From an optimization exercise on the open Yosys and OpenROAD flow, aimed at small area, a short achievable clock period and few clock cycles per item; shortcuts taken in it are not production practice. Function was checked by simulation only, so behaviour that the tests miss may differ from the original. Power is estimated from default activity; no workload was simulated.

Setup of fjord:
// proc_mc
module proc_mc
#(
    parameter  int BUSW   = 32,
    parameter  int RWORDS = 16,
    parameter  int IMMW   = 12,
    parameter  int PSRW   = 5,
    localparam int RINDW  = $clog2(RWORDS)
) (
    input  logic             clk,
    input  logic             rst,
    input  logic             in_valid,
    output logic             in_ready,
    input  logic [3:0]       opcode,
    input  logic             src_is_imm,
    input  logic [IMMW-1:0]  src_op,
    input  logic [RINDW-1:0] dst_op,
    output logic [BUSW-1:0]  res,
    output logic             res_valid,
    output logic [PSRW-1:0]  status,
    output logic             br_taken,
    output logic             halted,
    output logic             illegal
);
Size: ~710 flip-flops, roughly 66 I/O pins.
Settings: LEC_CHECK=0, ABC_CLOCK_PERIOD_IN_PS=3000, CAP_MARGIN=20, CORE_MARGIN=2, CORE_UTILIZATION=40, CTS_CLUSTER_DIAMETER=100, CTS_CLUSTER_SIZE=22, PLACE_DENSITY=0.7, SETUP_SLACK_MARGIN=5, SLEW_MARGIN=20; clock period 9.0 ns.
standard.sh (not shown) runs the stock make flow with config.mk's settings and CLKGATE_MAP_FILE= SYNTH_SCRIPT=/design/flow/synth_recipe.tcl, a recipe that flattens the netlist after the stock synthesis.
==> flow/flow/run.sh <==
#!/bin/bash
# Standard ORFS layout, with repair_timing aiming for more setup slack.
set -euo pipefail
bash standard.sh SETUP_SLACK_MARGIN=6 finish > standard.log 2>&1
fjord closes out successfully: all stages finished, all timing, DRC and antenna checks passed.
Testbench counts of fjord, summed over its fixed seeds: cycles 16,032, items 16,000.
--- input diff fjord..garnet ---
Settings: swapping 40 for 30 in CORE_UTILIZATION; clearing PLACE_DENSITY, which used to be 0.7.
==> flow/flow/run.sh <==
#!/bin/bash
# Standard ORFS layout, with repair_timing aiming for more setup slack and a
# shorter H-tree wire segment unit for clock tree synthesis.
set -euo pipefail
bash standard.sh SETUP_SLACK_MARGIN=6.15 \
  "CTS_ARGS=-sink_clustering_enable -repair_clock_nets -sink_clustering_size 22 -sink_clustering_max_diameter 100 -wire_unit 5" \
  finish > standard.log 2>&1
[summary]
- flip-flop to primary output as the category of the critical setup timing path was reported by garnet, and flip-flop to flip-flop by fjord.
- Taking fjord as the reference point, the global router's overall resource usage of garnet falls by 7.0 points.
- Diff fjord -> garnet: internal power saw an increase, number of DRC markers after the initial detailed-route iteration down 1816.
#### Input delta (ember over garnet)
Settings: CORE_UTILIZATION changed from 30 to 40.
Findings:
Cmp ember vs garnet: first-iteration DRC count higher in ember
ember: fraction of final layout cells with drive strength greater than 1 0.20 points below garnet
Taking garnet as the reference, in ember fmax climbed about 1.5%, switching power dropped about 3.2%.
Clock period minus worst slack on ember is ahead of garnet.
[ember] non-clock buffer count rose 7 relative to garnet
Compared with garnet, in ember setup slack saw an increase; met2 wirelength from detailed routing now larger.
Routed wire length (ember vs. garnet) increases by a few percent
Summary — final design area excluding fillers, ember relative to garnet: lower, by 390 µm².
Clock network power share is lower on ember
Setup changes, ember to nickel
Settings: a change of CORE_UTILIZATION from 40 to 35.
[summary]
ember reports its capturing element of the worst setup path as status[1] while nickel reports in_ready. Taking ember as the reference, in nickel setup TNS neither gained nor lost much, via count lost 0.49%, final non-filler cell total moved up. Count of buffers from port buffering across ember and nickel: no real change. | shortest clock period the worst path allows after layout | nickel vs ember | 0.0072 ns lower |. Of ember and nickel, nickel shows the lower number of nets in the final layout, with ember above it. Area of the placeable core, nickel vs ember: up by more than 10%.
Changes in maple relative to nickel:
Settings: CTS_CLUSTER_DIAMETER: 100 -> 80; CORE_UTILIZATION: 35 -> 40; CTS_CLUSTER_SIZE: 22 -> 30.
==> flow/flow/run.sh <==
#!/bin/bash
# Standard ORFS layout, with repair_timing aiming for more setup slack.
set -euo pipefail
bash standard.sh SETUP_SLACK_MARGIN=6 finish > standard.log 2>&1
Results
Compared with nickel, maple shows a higher post-route core utilization.
[compare] base=nickel new=maple: fraction of area in multi-input gates moved down; worst hold slack level; power moved up.
Summary — setup fix buffers added after clock tree synthesis, maple relative to nickel: higher, by 1.
Having completed the whole flow, maple delivered a layout that passed the timing, design-rule and antenna checks.
Layout filler cell count was higher in the run labelled nickel.
Non-clock buffer area fraction after layout: nickel vs maple — no meaningful difference
nickel → maple: total of clock buffers placed in the layout lower, worst setup slack lower.

* * *

proc_mc, a different RTL version from the one above (not shown whole).
Size: ~730 flip-flops, roughly 66 I/O pins.
clock: 9.0 ns
lec_check: 0
abc_clock_period_in_ps: 3000
cap_margin: 20
core_margin: 2
core_utilization: 40
cts_buf_list: sky130_fd_sc_hd__clkbuf_4 sky130_fd_sc_hd__clkbuf_8
setup_slack_margin: 5
slew_margin: 20
==> flow/flow/run.sh <==
#!/bin/bash
# Standard ORFS layout, with repair_timing aiming for more setup slack.
set -euo pipefail
bash standard.sh SETUP_SLACK_MARGIN=6 finish > standard.log 2>&1
The first run ran to the end with no violations.
Testbench counts at the start, summed over its fixed seeds: cycles 16,032, items 16,000.
Edit:
- CTS_BUF_LIST: sky130_fd_sc_hd__clkbuf_4 sky130_fd_sc_hd__clkbuf_8 -> sky130_fd_sc_hd__clkbuf_8
- CTS_CLUSTER_SIZE: unset -> 30
Effect: Non-clock buffer count increases by 1; power drops by 2.4%; final cell count stays the same; routed wire length hardly moves; worst setup slack loses 0.0034 ns; die area is unchanged; clock power fell by about 6%; sequential power barely changes; core utilization drops by 0.19 points; design area went down by 0.42%; sequential cell count does not change.

* * *

Starting RTL as in the previous note.
export LEC_CHECK = 0
export ABC_CLOCK_PERIOD_IN_PS = 3000
export CAP_MARGIN = 20
export CORE_MARGIN = 2
export CORE_UTILIZATION = 40
export SETUP_SLACK_MARGIN = 5
export SLEW_MARGIN = 20
create_clock -name core_clock -period 9.0 [get_ports {clk}]
run.sh (not shown) runs the stock make flow with config.mk's settings and CLKGATE_MAP_FILE= SYNTH_SCRIPT=/design/flow/synth_recipe.tcl, a recipe that flattens the netlist after the stock synthesis.
Stock flow here: none of the scripts above is used.
Testbench counts at the start, summed over its fixed seeds: cycles 16,032, items 16,000.
==> next run, changes <==
Settings changed: ABC_CLOCK_PERIOD_IN_PS 3000 to default, SETUP_SLACK_MARGIN 5 to default.
=>
- The changed run completed without violations
- sequential power barely changes
- total power hardly moves
- clock skew stays flat
- core utilization stays flat
- register-to-register slack degrades by 430 ps
- setup slack is worse by 430 ps
==> next run, changes <==
==> flow/flow/run.sh (new file) <==
#!/bin/bash
# Standard ORFS layout, with repair_timing aiming for more setup slack.
set -euo pipefail
bash standard.sh SETUP_SLACK_MARGIN=6 finish > standard.log 2>&1
==> flow/standard.sh (new file) <==
#!/bin/bash
# synth_recipe.tcl (not shown) runs the flow's synth.tcl, then flattens the netlist and writes it again
# the make line also repeats each setting of config.mk as NAME=value (left out here)
make -C /OpenROAD-flow-scripts/flow DESIGN_CONFIG=/design/flow/config.mk WORK_HOME=/design/flow/orfs CLKGATE_MAP_FILE= SYNTH_SCRIPT=/design/flow/synth_recipe.tcl "${@:-finish}"
Settings changed: ABC_CLOCK_PERIOD_IN_PS from default to 3000, SETUP_SLACK_MARGIN from default to 5.
removed: flow/run.sh
The new run produced a clean layout.
Clock power decreases by 7.2%.
Critical path depth decreases by 9.
Non-clock buffer count increases by 22.
Worst setup slack improves by 1300 ps.
Via count increases by 2.1%.
Final cell count increases by 0.36%.
Final area increases by 1.0%.
Global-route usage increases by 0.80 points.
Die area does not change.
==> next run, changes <==
==> flow/flow/run.sh (replaced) <==
#!/bin/bash
# Standard ORFS layout, with repair_timing aiming for more setup slack.
set -euo pipefail
bash standard.sh SETUP_SLACK_MARGIN=7 finish > standard.log 2>&1
Result: Global-route usage goes up by 2.1 points. Worst setup slack is better by 21 ps. Critical path depth is unchanged.

-- static timing again, ports no longer ideal --
How much do the figures lean on ideal ports? The routed layouts below were timed once more, with nothing changed but the port constraints.
Step 1, drivers: a clkbuf_16 drives clk and a buf_2 each remaining input, both assumed.
Step 2, shift: input delay + t, output delay - t, t = (earliest + latest rising clock arrival at the registers) / 2. This alone moves slack from input paths to output paths.
a / b / c = ideal / step 1 / step 2; a / b = the first two.
| run | t, ns | slack for setup (ns) | hold WS [ns] | cell pins on the clock port's net |
|---|---|---|---|---|
| fjord | 0.658 | 5.909 / 5.909 / 5.371 | 0.335 / 0.335 / 0.335 | 1 |
| garnet | 0.642 | 6.009 / 5.942 / 5.530 | 0.333 / 0.333 / 0.333 | 1 |
| ember | 0.610 | 6.052 / 5.989 / 5.581 | 0.331 / 0.331 / 0.331 | 1 |
| nickel | 0.614 | 6.059 / 5.996 / 5.546 | 0.335 / 0.335 / 0.335 | 1 |
| maple | 0.676 | 5.940 / 5.924 / 5.378 | 0.336 / 0.336 / 0.336 | 1 |
| the first run of note 2 | 0.782 | 5.931 / 5.868 / 6.000 | 0.326 / 0.326 / 0.326 | 1 |
| the second run of note 2 | 0.784 | 5.928 / 5.860 / 5.972 | 0.326 / 0.326 / 0.326 | 1 |
| the first run of note 3 | 0.695 | 5.154 / 5.154 / 5.154 | 0.329 / 0.329 / 0.329 | 1 |
| the second run of note 3 | 0.690 | 4.727 / 4.727 / 4.727 | 0.329 / 0.329 / 0.329 | 1 |
| the third run of note 3 | 0.699 | 6.002 / 5.937 / 6.016 | 0.327 / 0.327 / 0.327 | 1 |
| the fourth run of note 3 | 0.703 | 6.023 / 5.956 / 6.186 | 0.325 / 0.325 / 0.325 | 1 |
After both steps every run listed still meets setup and hold. For maple, which loses most, drivers alone change the setup slack by -0.016 ns; drivers and shift together by -0.562 ns.
